Source: an optimization exercise on an open RTL-to-GDS flow (aim: small area and a short achievable clock period). Production flows keep margins and buffers that such runs may drop. Function was checked by simulation only, so behaviour that the tests miss may differ from the original. Power and IR drop assume default switching activity.

==> flow/design.v <==
package banked_arbitrated_ram_pkg;
  typedef enum logic {
    ST_INIT = 1'b0,
    ST_RUN  = 1'b1
  } state_e;
  function automatic int idx_w(input int n);
    if (n > 1) idx_w = $clog2(n);
    else       idx_w = 1;
  endfunction
  function automatic int bank_w(input int b);
    if (b > 1) bank_w = $clog2(b);
    else       bank_w = 1;
  endfunction
  function automatic int row_w(input int d, input int b);
    if ((d / b) > 1) row_w = $clog2(d / b);
    else             row_w = 1;
  endfunction
  function automatic bit params_ok(input int d, input int b, input int width);
    params_ok = (b >= 1) && ((d % b) == 0) && ((b & (b - 1)) == 0) && ((width % 8) == 0);
  endfunction
endpackage
module rr_arb_sync (
  input  logic       clk,
  input  logic       rst,
  input  logic [1:0] i_req,
  output logic [1:0] o_gnt,
  output logic       o_idx,
  output logic       o_any,
  output logic       o_ptr
);
  logic r_ptr;
  assign o_idx    = i_req[1] & (~i_req[0] | r_ptr);
  assign o_any    = i_req[0] | i_req[1];
  assign o_gnt[0] = i_req[0] & ~o_idx;
  assign o_gnt[1] = o_idx;
  assign o_ptr    = r_ptr;
  always_ff @(posedge clk) begin
    if (rst)        r_ptr <= 1'b0;
    else if (o_any) r_ptr <= ~o_idx;
  end
endmodule
import banked_arbitrated_ram_pkg::*;
module banked_arbitrated_ram (
  input  logic        clk,
  input  logic        rst,
  input  logic [1:0]  we_i,
  output logic [1:0]  wrRdy_o,
  input  logic [11:0] wadr_i,
  input  logic [63:0] wdat_i,
  input  logic [7:0]  wbe_i,
  input  logic [1:0]  re_i,
  output logic [1:0]  rdRdy_o,
  input  logic [11:0] radr_i,
  output logic [1:0]  rvld_o,
  output logic [63:0] rdat_o,
  output logic        init_done_o
);
  banked_arbitrated_ram_pkg::state_e r_state, w_nstate;
  logic [4:0]  r_row;
  logic        w_run, w_init;
  assign w_nstate = rst ? ST_INIT : ((r_state == ST_RUN) | r_row[4]) ? ST_RUN : ST_INIT;
  always_ff @(posedge clk) begin
    r_state <= w_nstate;
    if (rst)                    r_row <= '0;
    else if (r_state == ST_RUN) r_row <= '0;
    else if (r_row[4])          r_row <= '0;
    else                        r_row <= r_row + 1'b1;
  end
  assign w_run  = (r_state == ST_RUN) & ~rst;
  assign w_init = (r_state == ST_INIT) & ~rst;
  logic [15:0] w_clr_row;
  always_comb
    for (int j = 0; j < 16; j++)
      w_clr_row[j] = w_init & ~r_row[4] & (r_row[3:0] == 4'(j));
  logic [1:0][1:0]  w_wbank, w_rbank;
  logic [1:0][3:0]  w_wbank_oh, w_rbank_oh;
  logic [1:0][15:0] w_wrow_oh, w_rrow_oh;
  always_comb
    for (int p = 0; p < 2; p++) begin
      w_wbank[p] = wadr_i[6*p +: 2];
      w_rbank[p] = radr_i[6*p +: 2];
      for (int b = 0; b < 4; b++) begin
        w_wbank_oh[p][b] = (wadr_i[6*p +: 2] == 2'(b));
        w_rbank_oh[p][b] = (radr_i[6*p +: 2] == 2'(b));
      end
      for (int j = 0; j < 16; j++) begin
        w_wrow_oh[p][j] = (wadr_i[6*p+2 +: 4] == 4'(j));
        w_rrow_oh[p][j] = (radr_i[6*p+2 +: 4] == 4'(j));
      end
    end
  logic [3:0][31:0] w_bank_rdat;
  logic [3:0]       w_wptr, w_rptr;
  logic [3:0][1:0]  w_nwptr, w_nrptr;
  for (genvar b = 0; b < 4; b++) begin : g_bank
    logic [1:0]  w_wreq, w_wgnt, w_rreq, w_rgnt;
    logic        w_widx, w_wany, w_ridx, w_rany;
    logic        w_rsel1;
    logic [15:0] w_rd_oh;
    logic [31:0] w_wd;
    logic [31:0] r_mem [16];
    always_comb
      for (int p = 0; p < 2; p++) begin
        w_wreq[p] = w_run & we_i[p] & w_wbank_oh[p][b];
        w_rreq[p] = w_run & re_i[p] & w_rbank_oh[p][b];
      end
    rr_arb_sync u_warb (
      .clk(clk), .rst(rst), .i_req(w_wreq), .o_gnt(w_wgnt), .o_idx(w_widx), .o_any(w_wany),
      .o_ptr(w_wptr[b])
    );
    rr_arb_sync u_rarb (
      .clk(clk), .rst(rst), .i_req(w_rreq), .o_gnt(w_rgnt), .o_idx(w_ridx), .o_any(w_rany),
      .o_ptr(w_rptr[b])
    );
    assign w_nwptr[b] = rst ? 2'b00 : w_wany ? {1'b0, ~w_widx} : {1'b0, w_wptr[b]};
    assign w_nrptr[b] = rst ? 2'b00 : w_rany ? {1'b0, ~w_ridx} : {1'b0, w_rptr[b]};
    assign w_wd = (w_widx ? wdat_i[63:32] : wdat_i[31:0]) & {32{~w_init}};
    for (genvar j = 0; j < 16; j++) begin : g_row
      for (genvar k = 0; k < 4; k++) begin : g_byte
        logic w_en;
        assign w_en = w_clr_row[j]
                    | (w_wgnt[0] & w_wrow_oh[0][j] & wbe_i[k])
                    | (w_wgnt[1] & w_wrow_oh[1][j] & wbe_i[4+k]);
        always_ff @(posedge clk)
          if (w_en) r_mem[j][8*k +: 8] <= w_wd[8*k +: 8];
      end
    end
    assign w_rsel1 = re_i[1] & w_rbank_oh[1][b] & ~(re_i[0] & w_rbank_oh[0][b] & ~w_rptr[b]);
    assign w_rd_oh = w_rsel1 ? w_rrow_oh[1] : w_rrow_oh[0];
    always_comb begin
      w_bank_rdat[b] = '0;
      for (int j = 0; j < 16; j++)
        w_bank_rdat[b] = w_bank_rdat[b] | (r_mem[j] & {32{w_rd_oh[j]}});
    end
  end
  logic [3:0] r_wq0, r_wq1, r_rq0, r_rq1;
  always_ff @(posedge clk)
    for (int b = 0; b < 4; b++) begin
      r_wq0[b] <= (w_nstate == ST_RUN) & ~w_nwptr[b][0];
      r_wq1[b] <= (w_nstate == ST_RUN) &  w_nwptr[b][0];
      r_rq0[b] <= (w_nstate == ST_RUN) & ~w_nrptr[b][0];
      r_rq1[b] <= (w_nstate == ST_RUN) &  w_nrptr[b][0];
    end
  logic       w_wconf, w_rconf;
  logic [1:0] w_wr_rdy, w_rd_rdy;
  assign w_wconf = we_i[0] & we_i[1] & (w_wbank[0] == w_wbank[1]);
  assign w_rconf = re_i[0] & re_i[1] & (w_rbank[0] == w_rbank[1]);
  always_comb begin
    w_wr_rdy[0] = ~rst & we_i[0] & ((~w_wconf & (r_state == ST_RUN)) | (w_wconf & |(w_wbank_oh[0] & r_wq0)));
    w_wr_rdy[1] = ~rst & we_i[1] & ((~w_wconf & (r_state == ST_RUN)) | (w_wconf & |(w_wbank_oh[1] & r_wq1)));
    w_rd_rdy[0] = ~rst & re_i[0] & ((~w_rconf & (r_state == ST_RUN)) | (w_rconf & |(w_rbank_oh[0] & r_rq0)));
    w_rd_rdy[1] = ~rst & re_i[1] & ((~w_rconf & (r_state == ST_RUN)) | (w_rconf & |(w_rbank_oh[1] & r_rq1)));
  end
  logic [1:0]       r_rvld;
  logic [1:0][31:0] r_rdat;
  always_ff @(posedge clk) begin
    if (rst) begin
      r_rvld <= '0;
      r_rdat <= '0;
    end else begin
      for (int r = 0; r < 2; r++) begin
        r_rvld[r] <= w_rd_rdy[r];
        if (w_rd_rdy[r]) r_rdat[r] <= w_bank_rdat[w_rbank[r]];
      end
    end
  end
  assign wrRdy_o     = w_wr_rdy;
  assign rdRdy_o     = w_rd_rdy;
  assign rvld_o      = r_rvld;
  assign rdat_o      = r_rdat;
  assign init_done_o = (r_state == ST_RUN);
endmodule
==> flow/run.sh <==
#!/bin/bash
# synth_recipe.tcl (not shown) runs the flow's synth.tcl, then flattens the netlist and writes it again
# the make line also repeats each setting of config.mk as NAME=value (left out here)
make -C /OpenROAD-flow-scripts/flow DESIGN_CONFIG=/design/flow/config.mk WORK_HOME=/design/flow/orfs CLKGATE_MAP_FILE= SYNTH_SCRIPT=/design/flow/synth_recipe.tcl finish
==> flow/config.mk <==
export PLATFORM = sky130hd
export DESIGN_NAME = banked_arbitrated_ram
export DESIGN_NICKNAME = banked_arbitrated_ram
export VERILOG_FILES = /design/flow/design.v
export SDC_FILE = /design/flow/constraint.sdc
export NUM_CORES = 4
export LEC_CHECK = 0
export CAP_MARGIN = 20
export CORE_MARGIN = 2
export CORE_UTILIZATION = 55
export GPL_TIMING_DRIVEN = 0
export SETUP_SLACK_MARGIN = 1.3
export SLEW_MARGIN = 20
export TNS_END_PERCENT = 10
==> flow/constraint.sdc <==
create_clock -name core_clock -period 4.2 [get_ports {clk}]
set_input_delay 0.8400 -clock core_clock [delete_from_list [all_inputs] [get_ports {clk}]]
set_output_delay 0.8400 -clock core_clock [all_outputs]
set_load 0.01 [all_outputs]
==> results of run 1 <==
-- sequential cells by signal (all words and copies together) (netlist names) --
register	count
r_rq0	4
r_rdat	64
r_rq1	4
r_wq1	4
r_wq0	4
g_bank.r_mem	2048
r_state	1
g_bank.u_warb.r_ptr	4
r_row	5
r_rvld	2
g_bank.u_rarb.r_ptr	4
-- worst max path at each step --
stage / from / end / slack, ps / cells past startpoint
6_report: radr_i[8] / r_rdat[52] / 810 / 15
5_1_grt: radr_i[8] / r_rdat[52] / 870 / 15
4_1_cts: r_state / g_bank[3].r_mem[11][22] / 990 / 8
3_5_place_dp: radr_i[3] / r_rdat[54] / -2490 / 14
2_1_floorplan: wadr_i[0] / g_bank[3].r_mem[0][0] / 800 / 6
3_3_place_gp: rst / g_bank[3].r_mem[1][14] / -3510 / 7
-- power by group through the flow --
| stage | sequential [mW] | clock (mW) | combinational, mW |
|---|---|---|---|
| after global placement | 24.3 | 0 | 3.80 |
| final | 23.8 | 19.2 | 5.49 |
| after CTS | 23.8 | 19.0 | 4.63 |
| after floorplan | 24.3 | 0 | 1.86 |
| after detailed placement | 24.3 | 0 | 4.21 |
| after global routing | 23.8 | 19.9 | 5.42 |
-- layout by cell type, fill, tap and decap left out, types with 52 or more instances in the layout --
| cell type | count |
|---|---|
| a21oi_1 | 422 |
| clkbuf_1 | 227 |
| o311ai_2 | 59 |
| or3b_2 | 122 |
| a22o_1 | 314 |
| buf_8 | 89 |
| and4_1 | 60 |
| a21oi_4 | 94 |
| a22oi_1 | 517 |
| nor4_1 | 100 |
| nand3_1 | 128 |
| clkbuf_4 | 54 |
| nor2_1 | 98 |
| edfxtp_1 | 2048 |
| clkbuf_16 | 217 |
| nand4_1 | 196 |
| clkinv_1 | 56 |
| clkbuf_2 | 276 |
| buf_4 | 228 |
| nand2_1 | 726 |
| clkdlybuf4s50_1 | 142 |
| and2_1 | 78 |
| buf_12 | 195 |
| nand3b_1 | 249 |
| a21oi_2 | 103 |
| nor2_4 | 70 |
| mux2i_1 | 67 |
| diode_2 | 61 |
| nor3_1 | 52 |
| buf_2 | 63 |
| a21boi_0 | 62 |
| o22ai_1 | 68 |
| o311ai_4 | 197 |
| dfxtp_1 | 93 |
| buf_6 | 135 |
| o21ai_0 | 453 |
-- through the flow --
stage | worst slack (ps) | cell area [µm²] | std cells | hold WS, ps | util
detailed placement | -2486 | 108500 | 10500 | 479.4 | 0.6226
floorplan | 802.2 | 97690 | 7739 | 444.6 | -
global placement | -3508 | 102200 | 10224 | 456.8 | 0.5867
finish | 805.8 | 125200 | 11226 | 458.3 | 0.7187
global route | 872.4 | 125100 | 11193 | 480.9 | 0.7183
CTS | 993.1 | 120800 | 11027 | 417.7 | 0.6934
-- metal layers --
metal | vias up | GRT usage | share of wire
li1 | 32833 | - | -
met1 | 40872 | 0.6040 | 0.32
met3 | 1968 | 0.2241 | 0.16
met4 | 22 | 0.4445 | 0.11
met5 | - | 0.002957 | 0.00096
met2 | 7825 | 0.6957 | 0.41
-- what timing repair did --
| action | in CTS | in global routing |
|---|---|---|
| hold buffers | 0 | 0 |
| endpoints found under the setup margin | 4171 | 4127 |
| hold endpoints to repair | 0 | 0 |
| setup buffers | 124 | 132 |
| pin swaps | 140 | 199 |
| resized for setup | 898 | 940 |
| gates cloned | 5 | 4 |
-- kinds of logic (layout without fill, tap and decap cells) --
| group | Yosys count | count (layout) | share of synthesized area |
|---|---|---|---|
| flip-flops | 2144 | 2144 | 0.6560 |
| AO/OA/AOI/OAI | 2519 | 2519 | 0.1760 |
| adder cells (fa/ha/maj) | 4 | 4 | 0.0005177 |
| multiplexers | 91 | 91 | 0.009953 |
| XOR/XNOR | 6 | 6 | 0.0005436 |
| other | 0 | 61 | 0 |
| buffers and inverters | 724 | 1825 | 0.02882 |
| AND/OR/NAND/NOR | 2251 | 2251 | 0.1281 |
-- worst max-delay path, stage by stage --
cell and delay, ps:
clkdlybuf4s15_2 290, buf_6 170, buf_4 210, nand2b_1 150, clkbuf_4 220, buf_12 190
buf_6 170, a21oi_1 90, nor4_1 590, o2bb2ai_2 210, nor4_2 320, buf_4 260
nor2_4 60, nor2_4 300, a21oi_2 110
-- cell type report --
cell class                      instances  area share
Multi-Input combinational cell       4871      0.3076
Inverter                               11   0.0003298
Clock buffer                          244     0.04316
Sequential cell                      2144      0.5066
Timing Repair Buffer                  703     0.07091
Antenna cell                           61    0.001219
Clock inverter                        154     0.01222
Buffer                                713     0.03478
Tap cell                             2325     0.02323
==> results.tsv, run 1 <==
metric	value	unit
status	complete, no violations	
Die ar.	0.1791	mm²
Post-synth EDFFs	2048	
Yosys reg bits	2144	
drt total wl	469.8	mm
Critical Path Fanout Max	10	
Total Power Consumption	48.49	mW
leak pwr	40.23	nW
NetSw	12.57	mW
global placement routability congestion	1.172	
Req. time, crit path	5020	ps
vias in the first global route	76880	
crit share post-route	0.8081	
sequential cell area	0.06343	mm²
post-synth top area cell	edfxtp_1	
register share of total power	0.491	
Final Critical Period	3394	ps
area delta synth->final	29.52	%
Yosys cell types	79	
H-tree Lvls	4	
gr ovfl total	0	
min-delay src	wadr_i[0]	
Setup Crit Path Kind	primary input to flop	
Setup violations, final	0	
core region area	0.1742	mm²
TNS Setup	0	ps
Least-Margin Pin Slew	1433	ps
switching share of total power	0.2593	
max-cap violation count	0	
Combinational Power Share	0.113	
footprint of the multi-input gates	0.03851	mm²
Vias	83520	
initial antenna violation count	44	
Final Hold Viols	0	
PwrDens	387.3	mW/mm²
Max Fclk	294.6	MHz
DIE WIDTH	423.2	µm
ys async rst share	0	
boundary pin count	173	
Register-to-Register Path Depth	13	
Mapped Area	0.09667	mm²
I/O Buffers	160	
Clock Tree Buf Depth	3	
Clock Skews	66.53	ps
hold path endpoint	r_wq1[1]	
WP data arrival	4220	ps
unrepaired setup endpoints after global routing	yes	
Syn Area/Cell	12.49	µm²
CTS tree	done	
worst-skew pair later-pin latency	950	ps
cells after synthesis	7739	
Crit Reg-Reg Startpoint	g_bank[0].u_rarb.r_ptr	
post-synth top area share	0.6362	
fraction of layout cells with a size suffix above 1	0.2649	
Worst-path clk slew	60	ps
drt via density	7.440	
CTS root buffer	clkbuf_16	
global-route usage over all layers	0.5075	
slew margin rel.	0.04194	
sequential area share after synthesis	0.6560	
HP Class	primary input to flop	
Site Rows	153	
r2r setup slk	940	ps
Initial DRT Pass Iterations	14	
synth warn	6	
largest net degree at the start of global routing	18	
DR WL/cell	41.85	µm
top cells by area, synth	edfxtp_1, a22oi_1, a21oi_1	
number of routed nets with antenna violations	0	
Synth Flop Type	edfxtp_1	
Peak VDD IR	545.6	µV
first-pass GRT wire length	620.2	mm
worst hold stages	3	
CTS Buf Count	211	
NumNets Final	8761	
filler instances	11373	
clock share of power	0.396	
top cells by count, synth	edfxtp_1, nand2_1, a21oi_1	
Residual DRC	0	
Slew Limit Fails	0	
clk sinks	2144	
count leader, synth	edfxtp_1	
Die Span Y	423.2	µm
DP HPWL	343.2	mm
CP Launch Type	primary input	
Iter 0 DRT Violations	14947	
kind of end point of the critical path	flop	
Int Pwr	35.92	mW
Initial Util	0.5549	
R2R Path End	r_rdat[52]	
==> run 2: changes to the inputs <==
--- a/flow/design.v
+++ b/flow/design.v
@@ -88,14 +88,13 @@
         w_rrow_oh[p][j] = (radr_i[6*p+2 +: 4] == 4'(j));
       end
     end
-  logic [3:0][31:0] w_bank_rdat;
+  logic [3:0][15:0][31:0] w_mem_flat;
+  logic [3:0] r_wq0, r_wq1, r_rq0, r_rq1;
   logic [3:0]       w_wptr, w_rptr;
   logic [3:0][1:0]  w_nwptr, w_nrptr;
   for (genvar b = 0; b < 4; b++) begin : g_bank
     logic [1:0]  w_wreq, w_wgnt, w_rreq, w_rgnt;
     logic        w_widx, w_wany, w_ridx, w_rany;
-    logic        w_rsel1;
-    logic [15:0] w_rd_oh;
     logic [31:0] w_wd;
     logic [31:0] r_mem [16];
     always_comb
@@ -114,25 +113,34 @@
     assign w_nwptr[b] = rst ? 2'b00 : w_wany ? {1'b0, ~w_widx} : {1'b0, w_wptr[b]};
     assign w_nrptr[b] = rst ? 2'b00 : w_rany ? {1'b0, ~w_ridx} : {1'b0, w_rptr[b]};
     assign w_wd = (w_widx ? wdat_i[63:32] : wdat_i[31:0]) & {32{~w_init}};
+    logic [1:0]       w_wok;
+    logic [15:0]      w_wgo0, w_wgo1;
+    assign w_wok[0] = (we_i[1] & w_wbank_oh[1][b]) ? r_wq0[b] : (r_state == ST_RUN);
+    assign w_wok[1] = (we_i[0] & w_wbank_oh[0][b]) ? r_wq1[b] : (r_state == ST_RUN);
+    for (genvar j = 0; j < 16; j++) begin : g_wrow
+      assign w_wgo0[j] = w_wok[0] & (~rst & we_i[0] & w_wbank_oh[0][b] & w_wrow_oh[0][j]);
+      assign w_wgo1[j] = w_wok[1] & (~rst & we_i[1] & w_wbank_oh[1][b] & w_wrow_oh[1][j]);
+    end
     for (genvar j = 0; j < 16; j++) begin : g_row
       for (genvar k = 0; k < 4; k++) begin : g_byte
         logic w_en;
-        assign w_en = w_clr_row[j]
-                    | (w_wgnt[0] & w_wrow_oh[0][j] & wbe_i[k])
-                    | (w_wgnt[1] & w_wrow_oh[1][j] & wbe_i[4+k]);
+        assign w_en = w_clr_row[j] | (w_wgo0[j] & wbe_i[k]) | (w_wgo1[j] & wbe_i[4+k]);
         always_ff @(posedge clk)
           if (w_en) r_mem[j][8*k +: 8] <= w_wd[8*k +: 8];
       end
     end
-    assign w_rsel1 = re_i[1] & w_rbank_oh[1][b] & ~(re_i[0] & w_rbank_oh[0][b] & ~w_rptr[b]);
-    assign w_rd_oh = w_rsel1 ? w_rrow_oh[1] : w_rrow_oh[0];
-    always_comb begin
-      w_bank_rdat[b] = '0;
-      for (int j = 0; j < 16; j++)
-        w_bank_rdat[b] = w_bank_rdat[b] | (r_mem[j] & {32{w_rd_oh[j]}});
+    for (genvar j = 0; j < 16; j++) begin : g_rrow
+      assign w_mem_flat[b][j] = r_mem[j];
     end
   end
-  logic [3:0] r_wq0, r_wq1, r_rq0, r_rq1;
+  logic [1:0][31:0] w_rword;
+  always_comb
+    for (int r = 0; r < 2; r++) begin
+      w_rword[r] = '0;
+      for (int b = 0; b < 4; b++)
+        for (int j = 0; j < 16; j++)
+          w_rword[r] = w_rword[r] | (w_mem_flat[b][j] & {32{w_rbank_oh[r][b] & w_rrow_oh[r][j]}});
+    end
   always_ff @(posedge clk)
     for (int b = 0; b < 4; b++) begin
       r_wq0[b] <= (w_nstate == ST_RUN) & ~w_nwptr[b][0];
@@ -159,7 +167,7 @@
     end else begin
       for (int r = 0; r < 2; r++) begin
         r_rvld[r] <= w_rd_rdy[r];
-        if (w_rd_rdy[r]) r_rdat[r] <= w_bank_rdat[w_rbank[r]];
+        if (w_rd_rdy[r]) r_rdat[r] <= w_rword[r];
       end
     end
   end
==> flow/flow/run.sh (new file) <==
#!/bin/bash
# Layout flow: the standard ORFS flow, unchanged except that the input and
# output ports are buffered with a plain buffer cell instead of the delay
# buffer buffer_ports picks by default. Each tool's output goes to orfs/logs
# (ORFS's own per-step logs) and to make.log in the work folder.
set -euo pipefail
export BUFFER_PORTS_ARGS="-buffer_cell sky130_fd_sc_hd__buf_4"
bash standard.sh synth > make_synth.log 2>&1
bash standard.sh finish > make_finish.log 2>&1
==> flow/standard.sh (new file) <==
#!/bin/bash
# synth_recipe.tcl (not shown) runs the flow's synth.tcl, then flattens the netlist and writes it again
# the make line also repeats each setting of config.mk as NAME=value (left out here)
make -C /OpenROAD-flow-scripts/flow DESIGN_CONFIG=/design/flow/config.mk WORK_HOME=/design/flow/orfs CLKGATE_MAP_FILE= SYNTH_SCRIPT=/design/flow/synth_recipe.tcl "${@:-finish}"
==> flow/config.mk (replaced) <==
export PLATFORM = sky130hd
export DESIGN_NAME = banked_arbitrated_ram
export DESIGN_NICKNAME = banked_arbitrated_ram
export VERILOG_FILES = /design/flow/design.v
export SDC_FILE = /design/flow/constraint.sdc
export NUM_CORES = 4
export LEC_CHECK = 0
export CAP_MARGIN = 10
export CORE_MARGIN = 2
export CORE_UTILIZATION = 45
export CTS_CLUSTER_DIAMETER = 100
export CTS_CLUSTER_SIZE = 30
export GPL_TIMING_DRIVEN = 0
export SETUP_SLACK_MARGIN = 1.5
export SLEW_MARGIN = 10
export TNS_END_PERCENT = 5
removed: flow/run.sh
==> run 2 against run 1 <==
  * The run now fails in 5_1_grt
  * Synthesized cell count fell by 9.4%
  * Synthesized area is 1.6% lower
==> results.tsv, run 2 <==
metric	value	unit	change
status	aborted with a tool error		
Halt Stage	5_1_grt		
Stop Error	[ERROR GRT-0116] Global routing finished with congestion. Check the congestion regions in the DRC Viewer.		
Initial Util	0.4535		-0.1015
Clock Tree Buf Depth	3		unchanged
global-route usage over all layers	1.011		
boundary pin count	173		unchanged
Synth Flop Type	edfxtp_1		
Syn Area/Cell	13.56	µm²	+8.6%
Die Span Y	463.8	µm	+9.6%
sequential area share after synthesis	0.6667		+0.01063
global placement routability congestion	1.611		+37%
DIE WIDTH	463.8	µm	+9.6%
ys async rst share	0		unchanged
Site Rows	168		+9.8%
largest net degree at the start of global routing	32		
DP HPWL	715.3	mm	+110%
Post-CTS Hold Buffers	0		unchanged
vias in the first global route	117128		
Mapped Area	0.09513	mm²	-1.6%
first-pass GRT wire length	1442	mm	
cells after synthesis	7013		-9.4%
Yosys reg bits	2144		unchanged
top cells by area, synth	edfxtp_1, a22oi_1, o221ai_1		
H-tree Lvls	3		-1
post-synth top area share	0.6465		+0.01031
dpl ws	-2283	ps	+202.8 ps
synth warn	6		unchanged
clk sinks	2144		unchanged
top cells by count, synth	edfxtp_1, a22oi_1, nand2_1		
I/O Buffers	161		+0.63%
Placed Cells	10519		+0.18%
count leader, synth	edfxtp_1		
CTS root buffer	clkbuf_16		
gr ovfl total	11010		
post-synth top area cell	edfxtp_1		
CTS Buf Count	91		-57%
Yosys cell types	79		unchanged
Post-synth EDFFs	2048		unchanged
==> run 2: stage by stage <==
stage / area, µm² / total power, mW
global placement: 100000 / 27.71
detailed placement: 116100 / 28.32
CTS: 125200 / 39.82
floorplan: 95320 / 25.39
==> run 2: worst min path at each step <==
| stage | from | cells after the start | endpoint | slack [ps] |
|---|---|---|---|---|
| global placement | r_rdat[30] | 2 | r_rdat[30] | 450 |
| floorplan | r_row[0] | 1 | r_row[0] | 440 |
| CTS | wdat_i[38] | 3 | g_bank[3].r_mem[3][6] | 400 |
| detailed placement | r_rdat[23] | 2 | r_rdat[23] | 460 |
==> run 2: per-layer routing <==
| layer | overflow | GRT usage |
|---|---|---|
| met1 | 1889 | 0.9907 |
| met5 | 202 | 0.8937 |
| met3 | 1749 | 0.9844 |
| met4 | 2159 | 0.9929 |
| met2 | 5011 | 1.074 |
==> run 2: cell families after synthesis <==
| logic type | synth area share |
|---|---|
| XOR/XNOR | 0.0005525 |
| multiplexers | 0.01743 |
| AO/OA/AOI/OAI | 0.2031 |
| AND/OR/NAND/NOR | 0.08393 |
| flip-flops | 0.6667 |
| adder cells (fa/ha/maj) | 0.0005261 |
| buffers and inverters | 0.02780 |
==> run 2: power by group through the flow <==
| stage | logic (mW) | clock network [mW] | registers, mW |
|---|---|---|---|
| after CTS | 4.25 | 11.7 | 23.9 |
| after floorplan | 1.13 | 0 | 24.3 |
| after global placement | 3.31 | 0 | 24.4 |
| after detailed placement | 3.96 | 0 | 24.4 |
==> run 2: timing repair <==
item | in CTS
gates cloned | 1
setup endpoints to repair | 4173
buffers inserted | 207
pin swaps | 139
resized for setup | 853
==> run 3: changes to the inputs <==
--- a/flow/design.v
+++ b/flow/design.v
@@ -88,7 +88,7 @@
         w_rrow_oh[p][j] = (radr_i[6*p+2 +: 4] == 4'(j));
       end
     end
-  logic [3:0][15:0][31:0] w_mem_flat;
+  logic [3:0][31:0] w_bank_rdat;
   logic [3:0] r_wq0, r_wq1, r_rq0, r_rq1;
   logic [3:0]       w_wptr, w_rptr;
   logic [3:0][1:0]  w_nwptr, w_nrptr;
@@ -129,8 +129,14 @@
           if (w_en) r_mem[j][8*k +: 8] <= w_wd[8*k +: 8];
       end
     end
-    for (genvar j = 0; j < 16; j++) begin : g_rrow
-      assign w_mem_flat[b][j] = r_mem[j];
+    logic        w_rsel1;
+    logic [15:0] w_rd_oh;
+    assign w_rsel1 = re_i[1] & w_rbank_oh[1][b] & ~(re_i[0] & w_rbank_oh[0][b] & ~w_rptr[b]);
+    assign w_rd_oh = w_rsel1 ? w_rrow_oh[1] : w_rrow_oh[0];
+    always_comb begin
+      w_bank_rdat[b] = '0;
+      for (int j = 0; j < 16; j++)
+        w_bank_rdat[b] = w_bank_rdat[b] | (r_mem[j] & {32{w_rd_oh[j]}});
     end
   end
   logic [1:0][31:0] w_rword;
@@ -138,8 +144,7 @@
     for (int r = 0; r < 2; r++) begin
       w_rword[r] = '0;
       for (int b = 0; b < 4; b++)
-        for (int j = 0; j < 16; j++)
-          w_rword[r] = w_rword[r] | (w_mem_flat[b][j] & {32{w_rbank_oh[r][b] & w_rrow_oh[r][j]}});
+        w_rword[r] = w_rword[r] | (w_bank_rdat[b] & {32{w_rbank_oh[r][b]}});
     end
   always_ff @(posedge clk)
     for (int b = 0; b < 4; b++) begin
==> flow/flow/run.sh (replaced) <==
#!/bin/bash
# Layout flow: the standard ORFS flow with two changes to how the layout
# is made: the input and output ports are buffered with a plain buffer cell
# instead of the delay buffer buffer_ports picks by default, and the buffers
# ABC inserts during synthesis are removed at floorplan so that placement-time
# repair rebuilds the fanout trees from the real placement. Synthesis is the
# standard one. Each tool's output goes to ORFS's per-step logs under orfs/logs
# and to the make_*.log files in the work folder.
set -euo pipefail
export BUFFER_PORTS_ARGS="-buffer_cell sky130_fd_sc_hd__buf_4"
export REMOVE_ABC_BUFFERS=1
bash standard.sh synth > make_synth.log 2>&1
bash standard.sh finish > make_finish.log 2>&1
--- a/flow/config.mk
+++ b/flow/config.mk
@@ -7,10 +7,8 @@
 export LEC_CHECK = 0
 export CAP_MARGIN = 10
 export CORE_MARGIN = 2
-export CORE_UTILIZATION = 45
-export CTS_CLUSTER_DIAMETER = 100
-export CTS_CLUSTER_SIZE = 30
-export GPL_TIMING_DRIVEN = 0
-export SETUP_SLACK_MARGIN = 1.5
+export CORE_UTILIZATION = 50
+export GPL_TIMING_DRIVEN = 1
+export SETUP_SLACK_MARGIN = 1.9
 export SLEW_MARGIN = 10
 export TNS_END_PERCENT = 5
==> run 3 against run 2 <==
  * Now clean on timing, DRC and antenna
  * Synthesized area decreased by 2.4%
  * Synthesized cell count decreased by 2.0%
==> results.tsv, run 3 <==
metric	value	unit	change
Crit Reg-Reg Startpoint	g_bank[0].u_rarb.r_ptr		
Req. time, crit path	3360	ps	
CTS root buffer	clkbuf_16		
cells after synthesis	6874		-2.0%
synth warn	6		unchanged
Largest Register	g_bank.r_mem		
number of routed nets with antenna violations	0		
Placed Cells	9628		-8.5%
Clock Skews	53.85	ps	
Setup Crit Path Kind	flop to output pin		
vias in the first global route	69989		
final setup margin	1066	ps	
fraction of layout cells with a size suffix above 1	0.2538		
drt total wl	427.8	mm	
min-delay src	rst		
top cells by count, synth	edfxtp_1, a22oi_1, nand2_1		
Site Rows	158		-6.0%
core region area	0.1850	mm²	
Die ar.	0.1892	mm²	
CTS tree	done		
status	complete, no violations		
I/O Buffers	172		+6.8%
leak pwr	37.59	nW	
hold path endpoint	g_bank[3].u_warb.r_ptr		
Top Registers	g_bank.r_mem x2048, r_rdat x64, r_row x5		
clk sinks	2144		unchanged
dpl ws	-78.36	ps	+2205 ps
Least-Margin Pin Slew	1316	ps	
unrepaired setup endpoints after global routing	yes		
boundary pin count	173		unchanged
DR WL/cell	41.45	µm	
most common cell after layout, fill and taps aside	edfxtp_1		
Initial Util	0.5020		+0.04850
max reg flops	2048		
Die Span Y	435.0	µm	-6.2%
Yosys reg bits	2144		unchanged
H-tree Lvls	4		+1
r2r setup slk	1170	ps	
ys async rst share	0		unchanged
DP HPWL	286.2	mm	-60%
CP Launch Type	flop		
sequential area share after synthesis	0.6828		+0.01613
Clock Tree Buf Depth	3		unchanged
footprint of the multi-input gates	0.02990	mm²	
NumNets Final	7707		
Synth Flop Type	edfxtp_1		
most frequent cells in the layout	edfxtp_1, buf_4, a22oi_1, nand2_1, o21ai_0		
count leader, synth	edfxtp_1		
Final Hold Viols	0		
Register-to-Register Path Depth	13		
drt via density	7.361		
first-pass GRT wire length	575.5	mm	
Syn Area/Cell	13.51	µm²	-0.39%
Vias	75969		
worst-skew pair later-pin latency	910	ps	
global-route usage over all layers	0.4378		
gr ovfl total	0		
slew margin rel.	0.1226		
WP data arrival	2290	ps	
Slew Limit Fails	0		
Setup violations, final	0		
post-synth top area share	0.6621		+0.01564
Peak VDD IR	364.3	µV	
Worst-path clk slew	60	ps	
global placement routability congestion	1.045		-35%
post-route insts no fill	10321		
Mapped Area	0.09288	mm²	-2.4%
DIE WIDTH	435.0	µm	-6.2%
Iter 0 DRT Violations	14107		
R2R Path End	r_rdat[61]		
max-cap violation count	0		
Residual DRC	0		
largest net degree at the start of global routing	86		
initial antenna violation count	45		
area delta synth->final	23.55	%	
Post-synth EDFFs	2048		unchanged
crit share post-route	0.7461		
Yosys cell types	72		-8.9%
kind of end point of the critical path	output pin		
worst hold stages	2		
Critical Path Fanout Max	2		
post-synth top area cell	edfxtp_1		
HP Class	primary input to flop		
CTS Buf Count	215		+140%
PwrDens	412.6	mW/mm²	
Initial DRT Pass Iterations	10		
Max Fclk	319.1	MHz	
top cells by area, synth	edfxtp_1, a22oi_1, o221ai_1		
filler instances	14084		
Final Critical Period	3134	ps	
sequential cell area	0.06343	mm²	
[run 3: cell type report]
cell class | instances | share of cell area
inverters | 8 | 0.0002944
clock buffers | 264 | 0.04866
diodes | 50 | 0.001090
well taps | 2480 | 0.02704
repair buffers | 1158 | 0.09827
flip-flops and latches | 2144 | 0.5527
multi-input cells | 4074 | 0.2605
clock inverters | 143 | 0.01140
[run 3: per-layer routing]
layer  share of wire  track usage  vias to the layer above
met5         0.00051            0                        -
met4           0.068       0.2401                       20
met3            0.15       0.1455                     1214
met2            0.42       0.6212                     6532
met1            0.36       0.5941                    38194
li1                -            -                    30009
[run 3: worst max-delay path by stage]
| stage | start | endpoint | slack (ps) |
|---|---|---|---|
| floorplan | radr_i[7] | r_rdat[30] | -3470 |
| global placement | radr_i[8] | r_rdat[17] | -450 |
| detailed placement | radr_i[7] | r_rdat[3] | -80 |
| CTS | r_rq0[3] | rdRdy_o[0] | 1040 |
| global route | r_rq0[3] | rdRdy_o[0] | 1010 |
| finish | r_rq0[3] | rdRdy_o[0] | 1070 |
[run 3: power breakdown]
group / switching (mW) / internal, mW / total (mW) / leakage (nW)
clock: 8.49 / 10.5 / 19.0 / 3.33
sequential: 0.0806 / 23.7 / 23.8 / 19.6
combinational: 3.15 / 1.43 / 4.58 / 14.7
[run 3: metrics by stage]
stage / power, mW / utilization / hold slack [ps] / setup TNS [ps] / area, µm²
final: 47.34 / 0.6202 / 376.8 / 0 / 114800
after global routing: 48.22 / 0.6198 / 361.7 / 0 / 114700
after CTS: 47.05 / 0.6136 / 287.6 / 0 / 113500
after detailed placement: 27.96 / 0.5500 / 475.7 / -314.8 / 101800
after global placement: 27.91 / 0.5499 / 469.0 / -19810 / 101800
after floorplan: 25.70 / - / 444.9 / -4349750 / 90220
[run 3: kinds of logic (layout without fill, tap and decap cells)]
logic type               Yosys count  in the layout  share of synthesized area
AO/OA/AOI/OAI                   2493           2502                     0.1913
flip-flops                      2144           2144                     0.6828
AND/OR/NAND/NOR                 1412           1413                    0.07781
buffers and inverters            666           1573                    0.02906
multiplexers                     149            149                    0.01793
XOR/XNOR                           6              6                  0.0005659
adder cells (fa/ha/maj)            4              4                  0.0005388
other                              0             50                          0
[run 3: what timing repair did]
action	4_1_cts	5_1_grt
pin swaps	218	110
hold buffers	0	0
gates cloned	38	6
resized for setup	495	144
hold endpoints to repair	0	0
buffers inserted	166	26
endpoints found under the setup margin	4228	3929
[run 3: worst max-delay path, cell delays in order (launching register included)]
cell and delay, ps:
dfxtp_1 300, mux4_2 470, mux2i_2 210, nor3b_2 80
buf_4 170, buf_12 150
==> run 4: changes to the inputs <==
--- a/flow/config.mk
+++ b/flow/config.mk
@@ -8,6 +8,8 @@
 export CAP_MARGIN = 10
 export CORE_MARGIN = 2
 export CORE_UTILIZATION = 50
+export CTS_CLUSTER_DIAMETER = 70
+export CTS_CLUSTER_SIZE = 22
 export GPL_TIMING_DRIVEN = 1
 export SETUP_SLACK_MARGIN = 1.9
 export SLEW_MARGIN = 10
==> run 4 against run 3 <==
  * Still clean
  * Wire length decreased by 0.46%
  * Sequential power about the same
  * Via count decreased by 0.65%
  * Setup slack improved by 58 ps
  * Combinational power about the same
  * Power decreased by 9.8%
  * Critical path depth increased by 4
  * Non-clock buffer count increased by 8
  * First-iteration DRC count decreased by 2.1%
  * Fmax increased by 1.9%
  * Synthesized cell count unchanged
  * Critical path type is now primary input to output pin
==> results.tsv, run 4 <==
metric	value	unit	change
Max Fclk	325.1	MHz	+1.9%
PwrDens	379.6	mW/mm²	-8.0%
gr ovfl total	0		unchanged
I/O Buffers	172		unchanged
Die Span Y	435.0	µm	unchanged
kind of end point of the critical path	output pin		
post-synth top area cell	edfxtp_1		
first-pass GRT wire length	571.5	mm	-0.71%
hold slack	419.5	ps	+42.71 ps
H-tree Lvls	4		unchanged
met3 usage	0.1503		+0.004796
clk sinks	2144		unchanged
dpl ws	-78.36	ps	unchanged
Critical Path Fanout Max	8		+6
slew margin rel.	0.02163		-0.1010
synth warn	6		unchanged
CTS root buffer	clkbuf_16		
global route hottest layer	met2		
sequential cell area	0.06343	mm²	about the same
NumNets Final	7636		-0.92%
HP Class	primary input to flop		
final setup margin	1124	ps	+57.73 ps
count leader, synth	edfxtp_1		
Worst-path clk slew	70	ps	about the same
Initial Util	0.5020		unchanged
Final Critical Period	3076	ps	-57.73 ps
Setup violations, final	0		unchanged
drt via density	7.437		+1.0%
most frequent cells in the layout	edfxtp_1, buf_4, a22oi_1, nand2_1, o21ai_0		
CP Launch Type	primary input		
Die ar.	0.1892	mm²	unchanged
initial antenna violation count	45		unchanged
fraction of layout cells with a size suffix above 1	0.2505		-0.003295
filler instances	14329		+1.7%
number of routed nets with antenna violations	0		unchanged
Least-Margin Pin Slew	1468	ps	+151.5 ps
Clock Tree Buf Depth	3		unchanged
area delta synth->final	21.12	%	
top cells by area, synth	edfxtp_1, a22oi_1, o221ai_1		
Clock Skews	38.78	ps	-15.07 ps
Initial DRT Pass Iterations	10		unchanged
TNS Setup	0	ps	unchanged
Largest Register	g_bank.r_mem		
max-cap violation count	0		unchanged
Yosys reg bits	2144		unchanged
met1 Resource Use GR	0.5894		-0.004689
largest net degree at the start of global routing	86		unchanged
Req. time, crit path	3360	ps	about the same
WP data arrival	2240	ps	-50 ps
Peak VDD IR	456.4	µV	+25%
Post-synth EDFFs	2048		unchanged
Mapped Area	0.09288	mm²	unchanged
most common cell after layout, fill and taps aside	edfxtp_1		
final instance area	0.1125	mm²	-2.0%
boundary pin count	173		unchanged
Slew Limit Fails	0		unchanged
Site Rows	158		unchanged
status	complete, no violations		
footprint of the multi-input gates	0.03013	mm²	+0.77%
max reg flops	2048		unchanged
drt total wl	425.9	mm	-0.46%
crit share post-route	0.7323		-0.01375
CTS Buf Count	134		-38%
vias in the first global route	68870		-1.6%
worst-skew pair later-pin latency	860	ps	-50 ps
Synth Flop Type	edfxtp_1		
Final Hold Viols	0		unchanged
Iter 0 DRT Violations	13805		-2.1%
Setup Crit Path Kind	primary input to output pin		
Vias	75475		-0.65%
leak pwr	36.51	nW	-2.9%
ys async rst share	0		unchanged
post-synth top area share	0.6621		unchanged
Cell Area, Placed	0.1018	mm²	unchanged
top cells by count, synth	edfxtp_1, a22oi_1, nand2_1		
cells after synthesis	6874		unchanged
Residual DRC	0		unchanged
DR WL/cell	41.96	µm	+1.2%
DP HPWL	286.2	mm	unchanged
DIE WIDTH	435.0	µm	unchanged
GR Util met2	0.6107		-0.01048
Syn Area/Cell	13.51	µm²	unchanged
global placement routability congestion	1.045		unchanged
sequential area share after synthesis	0.6828		unchanged
CTS tree	done		
Yosys cell types	72		unchanged
unrepaired setup endpoints after global routing	yes		
Top Registers	g_bank.r_mem x2048, r_rdat x64, r_row x5		
core region area	0.1850	mm²	unchanged
Total Power Consumption	42.70	mW	-9.8%
global-route usage over all layers	0.4359		-0.001906
## run 4: cell counts after synthesis
Identical to the previous run, type by type.
## run 4: path summary, 6_finish.rpt
| path | startpoint | end | slack, ps | cells after the start |
|---|---|---|---|---|
| min | rst | g_bank[2].u_warb.r_ptr | 420 | 2 |
| max reg2reg | g_bank[0].u_rarb.r_ptr | r_rdat[42] | 1200 | 12 |
| min reg2reg | r_row[0] | r_row[0] | 490 | 1 |
| max | radr_i[6] | rdRdy_o[0] | 1120 | 9 |
## run 4: what timing repair did
item                                    CTS  global route
pin swaps                               187           127
hold buffers                              0             0
endpoints found under the hold margin     0             0
buffers inserted                        167            36
setup endpoints to repair              4221          4049
gates resized for setup                 497           181
gates cloned                             38             4
## run 4: kinds of logic (layout without fill, tap and decap cells)
group,Yosys count,count (layout),synth area share
adder cells (fa/ha/maj),4,4,0.0005388
AND/OR/NAND/NOR,1412,1413,0.07781
AO/OA/AOI/OAI,2493,2504,0.1913
other,0,47,0
XOR/XNOR,6,6,0.0005659
buffers and inverters,666,1402,0.02906
multiplexers,149,149,0.01793
flip-flops,2144,2144,0.6828
## run 4: where the power goes
group / switching, mW / internal, mW
sequential: 0.0797 / 23.7
clock: 7.62 / 6.76
combinational: 3.14 / 1.42
## run 4: final cells by class
cell class              instances  share of cell area
clock inverters                66            0.007018
repair buffers               1166              0.1006
diodes                         47            0.001045
inverters                       8           0.0003003
clock buffers                 162             0.03187
flip-flops and latches       2144              0.5638
well taps                    2480             0.02758
multi-input cells            4076              0.2678
## run 4: routing by layer
layer	vias to the layer above	routed length, µm
met2	6402	177600
met5	-	169
met1	38047	155000
met3	1221	63330
li1	29781	-
met4	24	29830
## run 4: per-stage QoR
stage / utilization / instances
CTS: 0.6000 / 10061
detailed placement: 0.5500 / 9628
floorplan: - / 6216
global placement: 0.5499 / 9627
global route: 0.6077 / 10128
finish: 0.6080 / 10149
## run 4: worst max-delay path, cell delays in order
cell and delay [ps]:
buf_6 130, buf_6 130, xor2_2 160, nor3_2 150, buf_4 160, mux2i_2 250
nor3b_2 80, buf_4 170, buf_12 150
==> run 5: changes to the inputs <==
--- a/flow/config.mk
+++ b/flow/config.mk
@@ -7,7 +7,7 @@
 export LEC_CHECK = 0
 export CAP_MARGIN = 10
 export CORE_MARGIN = 2
-export CORE_UTILIZATION = 50
+export CORE_UTILIZATION = 58
 export CTS_CLUSTER_DIAMETER = 70
 export CTS_CLUSTER_SIZE = 22
 export GPL_TIMING_DRIVEN = 1
==> run 5 against run 4 <==
  * Largest power group unchanged
  * Via count increased by 1.1%
  * Die area is 14% lower
  * Non-clock buffer count shrank 35
  * Fmax increased by 1.4%
  * Global-route usage up 5.0 points
  * Synthesized cell count is the same
  * First-iteration DRC count up 12%
  * Critical endpoint is now r_rdat[5]
  * Sequential power is essentially flat
==> results.tsv, run 5 <==
metric	value	unit	change
cells after synthesis	6874		unchanged
largest net degree at the start of global routing	88		+2.3%
TNS Setup	0	ps	unchanged
Residual DRC	0		unchanged
DR WL/cell	42.80	µm	+2.0%
post-synth top area cell	edfxtp_1		
clk sinks	2144		unchanged
PwrDens	378.4	mW/mm²	-0.31%
Yosys reg bits	2144		unchanged
Clock Skews	39.33	ps	+0.5551 ps
Post-CTS Hold Buffers	0		unchanged
CTS tree	done		
Syn Area/Cell	13.51	µm²	unchanged
first-pass GRT wire length	546.2	mm	-4.4%
crit share post-route	0.7219		-0.01043
Iter 0 DRT Violations	15522		+12%
kind of end point of the critical path	flop		
Req. time, crit path	4880	ps	+1520 ps
global placement routability congestion	1.115		+6.8%
Largest Register	g_bank.r_mem		
unrepaired setup endpoints after global routing	yes		
Final Critical Period	3032	ps	-43.81 ps
area delta synth->final	20.12	%	
global-route usage over all layers	0.4854		+0.04952
DP HPWL	280.3	mm	-2.1%
initial antenna violation count	30		-33%
vias in the first global route	69179		+0.45%
Setup violations, final	0		unchanged
Max Fclk	329.8	MHz	+1.4%
ys async rst share	0		unchanged
HP Class	primary input to flop		
most frequent cells in the layout	edfxtp_1, buf_4, a22oi_1, nand2_1, o21ai_0		
Die ar.	0.1634	mm²	-14%
hold slack	332.8	ps	-86.65 ps
Yosys cell types	72		unchanged
fraction of layout cells with a size suffix above 1	0.2417		-0.008747
Worst-path clk slew	90	ps	+20 ps
Post-synth EDFFs	2048		unchanged
worst-skew pair later-pin latency	840	ps	-20 ps
r2r setup slk	1180	ps	-20 ps
Vias	76286		+1.1%
filler instances	10735		-25%
Least-Margin Pin Slew	1238	ps	-229.9 ps
H-tree Lvls	4		unchanged
CTS root buffer	clkbuf_16		
slowest CP cell	a222oi_1		
drt total wl	413.6	mm	-2.9%
Slew Limit Fails	0		unchanged
Die Span Y	404.2	µm	-7.1%
count leader, synth	edfxtp_1		
gr ovfl total	0		unchanged
status	complete, no violations		
sequential area share after synthesis	0.6828		unchanged
core region area	0.1587	mm²	-14%
final instance area	0.1116	mm²	-0.83%
post-synth top area share	0.6621		unchanged
Critical Path Fanout Max	18		+10
Top cell by count, worst path	buf_4		
WP data arrival	3720	ps	+1480 ps
Clock Tree Buf Depth	3		unchanged
most common cell after layout, fill and taps aside	edfxtp_1		
top cells by area, synth	edfxtp_1, a22oi_1, o221ai_1		
Mapped Area	0.09288	mm²	unchanged
CTS Buf Count	132		-1.5%
Initial Util	0.5851		+0.08314
sequential cell area	0.06343	mm²	about the same
Total Power Consumption	42.22	mW	-1.1%
NumNets Final	7591		-0.59%
max reg flops	2048		unchanged
I/O Buffers	172		unchanged
slew margin rel.	0.1686		+0.1469
leak pwr	36.19	nW	-0.88%
Initial DRT Pass Iterations	13		+3
Top Registers	g_bank.r_mem x2048, r_rdat x64, r_row x5		
top cells by count, synth	edfxtp_1, a22oi_1, nand2_1		
Worst path max stage delay	480	ps	+230 ps
CP Launch Type	primary input		
Setup Crit Path Kind	primary input to flop		
number of routed nets with antenna violations	0		unchanged
max-cap violation count	0		unchanged
crit path cell chain	buf_12 > buf_8 > nand4b_1 > buf_4 > nand3_1 > o21ai_4 > buf_4 > buf_4 > a222oi_1 > nand3_2 > o21ai_4 > nand4_1		
Site Rows	146		-7.6%
footprint of the multi-input gates	0.03021	mm²	+0.26%
Peak VDD IR	460.0	µV	+0.78%
boundary pin count	173		unchanged
DIE WIDTH	404.2	µm	-7.1%
drt via density	7.894		+6.1%
Final Hold Viols	0		unchanged
Synth Flop Type	edfxtp_1		
Cell Area, Placed	0.1018	mm²	unchanged
synth warn	6		unchanged
-- run 5: cell counts after synthesis --
No cell type changed its count.
-- run 5: layout make-up --
cell class,count,share of cell area
tap,2072,0.02324
multi-input combinational,4068,0.2707
antenna,21,0.0004710
inverter,8,0.0002692
timing repair buffer,1131,0.09910
clock buffer,161,0.03163
sequential,2144,0.5685
clock inverter,59,0.006067
-- run 5: path summary, 6_finish.rpt --
path,to,cells after the start,start
min,r_rvld[1],2,re_i[1]
max reg2reg,r_rdat[3],10,g_bank[0].u_rarb.r_ptr
min reg2reg,r_rdat[16],2,r_rdat[16]
max,r_rdat[5],12,radr_i[0]
-- run 5: logic make-up after synthesis --
| group | after synthesis | synth area share |
|---|---|---|
| muxes | 149 | 0.01793 |
| DFF | 2144 | 0.6828 |
| and+or+nand+nor | 1412 | 0.07781 |
| adders and majority gates | 4 | 0.0005388 |
| buffers and inverters | 666 | 0.02906 |
| xor gates and xnor gates | 6 | 0.0005659 |
| AOI/OAI and AO/OA | 2493 | 0.1913 |
-- run 5: per-layer routing --
layer | part of all wire | track usage | vias to the layer above | wire (µm)
li1 | - | - | 29617 | -
met1 | 0.33 | 0.6348 | 37588 | 137500
met2 | 0.40 | 0.6645 | 7594 | 167500
met3 | 0.18 | 0.2242 | 1467 | 76340
met4 | 0.077 | 0.2788 | 20 | 32050
met5 | 0.00059 | 0.002379 | - | 244
-- run 5: per-stage QoR --
step                      instances  setup slack, ps  utilization
after global placement         9247           -333.4       0.6408
after detailed placement       9248           -387.2       0.6411
after floorplan                6216            -3469            -
final                          9664             1168       0.7028
after global routing           9647             1123       0.7025
after CTS                      9554             1167       0.6846
-- run 5: timing repair --
action                                  in CTS  in global routing
gates cloned                                15                 19
hold endpoints to repair                     0                  0
endpoints found under the setup margin    4195               4160
gates resized for setup                    304                353
buffers inserted                            71                 69
pin swaps                                   78                109
-- run 5: power by group --
part	switching, mW	internal, mW
clock network	7.45	6.50
logic	3.10	1.40
registers	0.0817	23.7
-- run 5: worst max-delay path, delay by kind of cell --
kind / cells / cell delay (ps)
buf+inv: 5 / 1110
compound gates: 3 / 960
simple gates: 4 / 740
==> run 6: changes to the inputs <==
--- a/flow/config.mk
+++ b/flow/config.mk
@@ -7,9 +7,9 @@
 export LEC_CHECK = 0
 export CAP_MARGIN = 10
 export CORE_MARGIN = 2
-export CORE_UTILIZATION = 58
-export CTS_CLUSTER_DIAMETER = 70
-export CTS_CLUSTER_SIZE = 22
+export CORE_UTILIZATION = 50
+export CTS_CLUSTER_DIAMETER = 80
+export CTS_CLUSTER_SIZE = 25
 export GPL_TIMING_DRIVEN = 1
 export SETUP_SLACK_MARGIN = 1.9
 export SLEW_MARGIN = 10
==> run 6 against run 5 <==
  * Now fails the layout checks on max-capacitance violations, max-slew violations
  * Sequential cell count unchanged
  * Combinational power up 2%
  * Die area up 16%
  * First-iteration DRC count down 8.6%
  * Via count down 0.79%
  * Final cell count up 4.9%
  * Synthesized area unchanged
  * Non-clock buffer count up 53
  * Highest routed layer unchanged
==> results.tsv, run 6 <==
metric	value	unit	change
DIE WIDTH	435.0	µm	+7.6%
max-cap violation count	1		+1
core region area	0.1850	mm²	+17%
vias in the first global route	68976		-0.29%
post-route insts no fill	10134		+4.9%
Crit path buffers/inverters	5		unchanged
Peak VDD IR	532.9	µV	+16%
Worst-path clk slew	90	ps	about the same
cells after synthesis	6874		unchanged
count leader, synth	edfxtp_1		
hold slack	457.3	ps	+124.5 ps
post-synth top area cell	edfxtp_1		
filler instances	14314		+33%
Post-synth EDFFs	2048		unchanged
Int Pwr	30.73	mW	-2.7%
drt via density	7.468		-5.4%
switching share of total power	0.2557		+0.003926
Total Power Consumption	41.29	mW	-2.2%
HP Class	primary input to flop		
area delta synth->final	20.58	%	
I/O Buffers	172		unchanged
Top Registers	g_bank.r_mem x2048, r_rdat x64, r_row x5		
CTS root buffer	clkbuf_16		
Initial Util	0.5020		-0.08314
NumNets Final	7632		+0.54%
largest family of logic cells by synthesized area	compound AO/OA/AOI/OAI gates		
Vias	75680		-0.79%
most frequent cells in the layout	edfxtp_1, buf_4, a22oi_1, nand2_1, o21ai_0		
crit path cell chain	buf_12 > buf_6 > xor2_2 > nor3_2 > buf_4 > mux2i_2 > nor3b_2 > buf_4 > buf_12		
kind of end point of the critical path	output pin		
Initial DRT Pass Iterations	9		-4
Syn Area/Cell	13.51	µm²	unchanged
Yosys reg bits	2144		unchanged
top cells by count, synth	edfxtp_1, a22oi_1, nand2_1		
Final Hold Viols	0		unchanged
adder-cell area share of the yosys netlist	0.0005388		unchanged
unrepaired setup endpoints after global routing	yes		
Residual DRC	0		unchanged
Clock Skews	33.01	ps	-6.319 ps
H-tree Lvls	3		-1
Setup Crit Path Kind	primary input to output pin		
DP HPWL	286.2	mm	+2.1%
Die Span Y	435.0	µm	+7.6%
Clock Tree Buf Depth	3		unchanged
Slew Limit Fails	15		+15
register share of total power	0.576		+0.013
boundary pin count	173		unchanged
CP top delay family	buffers and inverters		
Synth Flop Type	edfxtp_1		
Final Critical Period	3085	ps	+53.16 ps
slew margin rel.	-0.1043		-0.2728
Critical Path Fanout Max	8		-10
global-route usage over all layers	0.4368		-0.04858
post-synthesis xor/xnor area fraction	0.0005658		unchanged
Synth Area in Compound Gates	0.1913		unchanged
drt total wl	429.1	mm	+3.7%
Mapped Area	0.09288	mm²	unchanged
DR WL/cell	42.34	µm	-1.1%
Die ar.	0.1892	mm²	+16%
top cells by area, synth	edfxtp_1, a22oi_1, o221ai_1		
largest net degree at the start of global routing	65		-26%
status	finished with violations		
number of routed nets with antenna violations	0		unchanged
NetSw	10.56	mW	-0.68%
fraction of layout cells with a size suffix above 1	0.2493		+0.007630
post-synth top area share	0.6621		unchanged
sequential area share after synthesis	0.6828		unchanged
Combinational Power Share	0.112		+0.005
slowest CP cell	mux2i_2		
Least-Margin Pin Slew	1656	ps	+418.7 ps
leak pwr	36.21	nW	about the same
initial antenna violation count	45		+50%
final instance area	0.1120	mm²	+0.38%
Post-CTS Hold Buffers	0		unchanged
Setup violations, final	0		unchanged
global placement routability congestion	1.045		-6.3%
gr ovfl total	0		unchanged
Post-Synth Simple-Gate Area	0.07781		unchanged
PwrDens	368.6	mW/mm²	-2.6%
crit share post-route	0.7346		+0.01266
CTS tree	done		
WP data arrival	2250	ps	-1470 ps
max reg flops	2048		unchanged
Cell Area, Placed	0.1018	mm²	unchanged
Yosys cell types	72		unchanged
ys async rst share	0		unchanged
most common cell after layout, fill and taps aside	edfxtp_1		
CP Launch Type	primary input		
clk sinks	2144		unchanged
post-synthesis mux area share	0.01793		unchanged
Site Rows	158		+8.2%
Iter 0 DRT Violations	14181		-8.6%
Largest Register	g_bank.r_mem		
worst-skew pair later-pin latency	840	ps	about the same
layout check faults	max-capacitance violations, max-slew violations		
CTS Buf Count	111		-16%
clock share of power	0.313		-0.017
first-pass GRT wire length	573.9	mm	+5.1%
synth warn	6		unchanged
Req. time, crit path	3360	ps	-1520 ps
Worst path max stage delay	260	ps	-220 ps
Placed Cells	9628		+4.1%
Max Fclk	324.1	MHz	-1.7%
## run 6: worst register-to-register path, cell delays in order (launching register included)
cell	delay, ps
dfxtp_2	320
or4b_4	600
buf_12	190
nand2_8	110
buf_12	120
mux2i_4	70
buf_12	180
buf_12	130
buf_16	150
a221oi_4	280
nand4_1	150
buf_6	170
o221ai_4	220
nand4_1	120
## run 6: path summary, 6_finish.rpt
kind | startpoint | to | slack, ps | depth (start not counted)
min | rst | g_bank[3].u_warb.r_ptr | 460 | 2
max | radr_i[6] | rdRdy_o[0] | 1110 | 9
max reg2reg | g_bank[0].u_rarb.r_ptr | r_rdat[47] | 1260 | 13
min reg2reg | r_row[0] | r_row[0] | 490 | 1
## run 6: logic make-up (layout without fill, tap and decap cells)
family          count (synthesis)  after routing
buf+inv                       666           1379
mux                           149            149
compound gates               2493           2503
flops                        2144           2144
simple gates                 1412           1415
fa+ha+maj                       4              4
xor+xnor                        6              6
other cells                     0             54
## run 6: power by group through the flow
stage               clock, mW  combinational (mW)  sequential [mW]
floorplan                   0                1.43             24.3
global placement            0                3.67             24.2
detailed placement          0                3.70             24.3
CTS                      12.9                4.26             23.8
global route             13.6                4.62             23.8
finish                   12.9                4.61             23.8
## run 6: per-layer routing
metal	vias up	track usage	routed length, µm	share of wire
li1	29747	-	-	-
met2	6542	0.6167	180400	0.42
met1	38231	0.5930	154800	0.36
met3	1146	0.1494	64590	0.15
met4	14	0.2387	29150	0.068
met5	-	0	93	0.00022
## run 6: stage by stage
| stage | util | setup WS [ps] | setup TNS, ps |
|---|---|---|---|
| after floorplan | - | -3469 | -4349750 |
| after global placement | 0.5499 | -450.9 | -19810 |
| after detailed placement | 0.5500 | -78.36 | -314.8 |
| after CTS | 0.5971 | 1114 | 0 |
| after global routing | 0.6049 | 1079 | 0 |
| final | 0.6053 | 1115 | 0 |
## run 6: what timing repair did
action,CTS,global route
endpoints found under the setup margin,4217,4107
buffers inserted,179,39
gates resized for setup,520,187
pin swaps,226,112
cloned,38,9
## run 6: cell type report
cell class              count  area [µm²]  share of cell area
flip-flops and latches   2144       63430              0.5664
multi-input cells        4077       30120              0.2689
repair buffers           1184       11540              0.1030
well taps                2480        3103             0.02771
clock buffers             129        2919             0.02606
clock inverters            58       718.2            0.006413
diodes                     54       135.1            0.001207
inverters                   8       33.78           0.0003016

[port drivers added, routing unchanged]
The flow's constraints put no driver on any port. The routed layouts listed below were extracted and timed again, unchanged, in two steps.
Step 1 (the two cells are an assumption about what drives the block):
set clk [get_ports {clk}]
set_driving_cell -lib_cell sky130_fd_sc_hd__clkbuf_16 $clk
set_driving_cell -lib_cell sky130_fd_sc_hd__buf_2 [delete_from_list [all_inputs] $clk]
Step 2 adds t to the input delays and takes it off the output delays; t is the mean of the earliest and latest rising clock arrival at the registers after step 1. Input paths then give back, and output paths get back, about the clock's delay inside the block.
a / b / c = no drivers / after step 1 / after step 2; a / b = the first two.
| run | t (ns) | setup slack, ns | worst hold slack (ns) | slew at the worst register clock pin (ns) |
|---|---|---|---|---|
| run 1 | 1.010 | 0.806 / 0.728 / -0.146 | 0.458 / 0.430 / 0.519 | 0.07 / 0.07 |
| run 3 | 0.979 | 1.066 / 0.851 / 0.128 | 0.377 / 0.310 / 0.499 | 0.07 / 0.07 |
| run 4 | 0.940 | 1.124 / 0.959 / 0.120 | 0.419 / 0.350 / 0.493 | 0.10 / 0.10 |
| run 5 | 0.911 | 1.168 / 1.097 / 0.253 | 0.333 / 0.278 / 0.482 | 0.10 / 0.10 |
| run 6 | 0.912 | 1.115 / 0.943 / 0.232 | 0.457 / 0.391 / 0.494 | 0.11 / 0.11 |
With both steps, setup timing fails in run 1, where it was met with ideal ports. The setup slack of run 4, which loses most, moves by -0.165 ns with the drivers and by -1.004 ns with both steps.
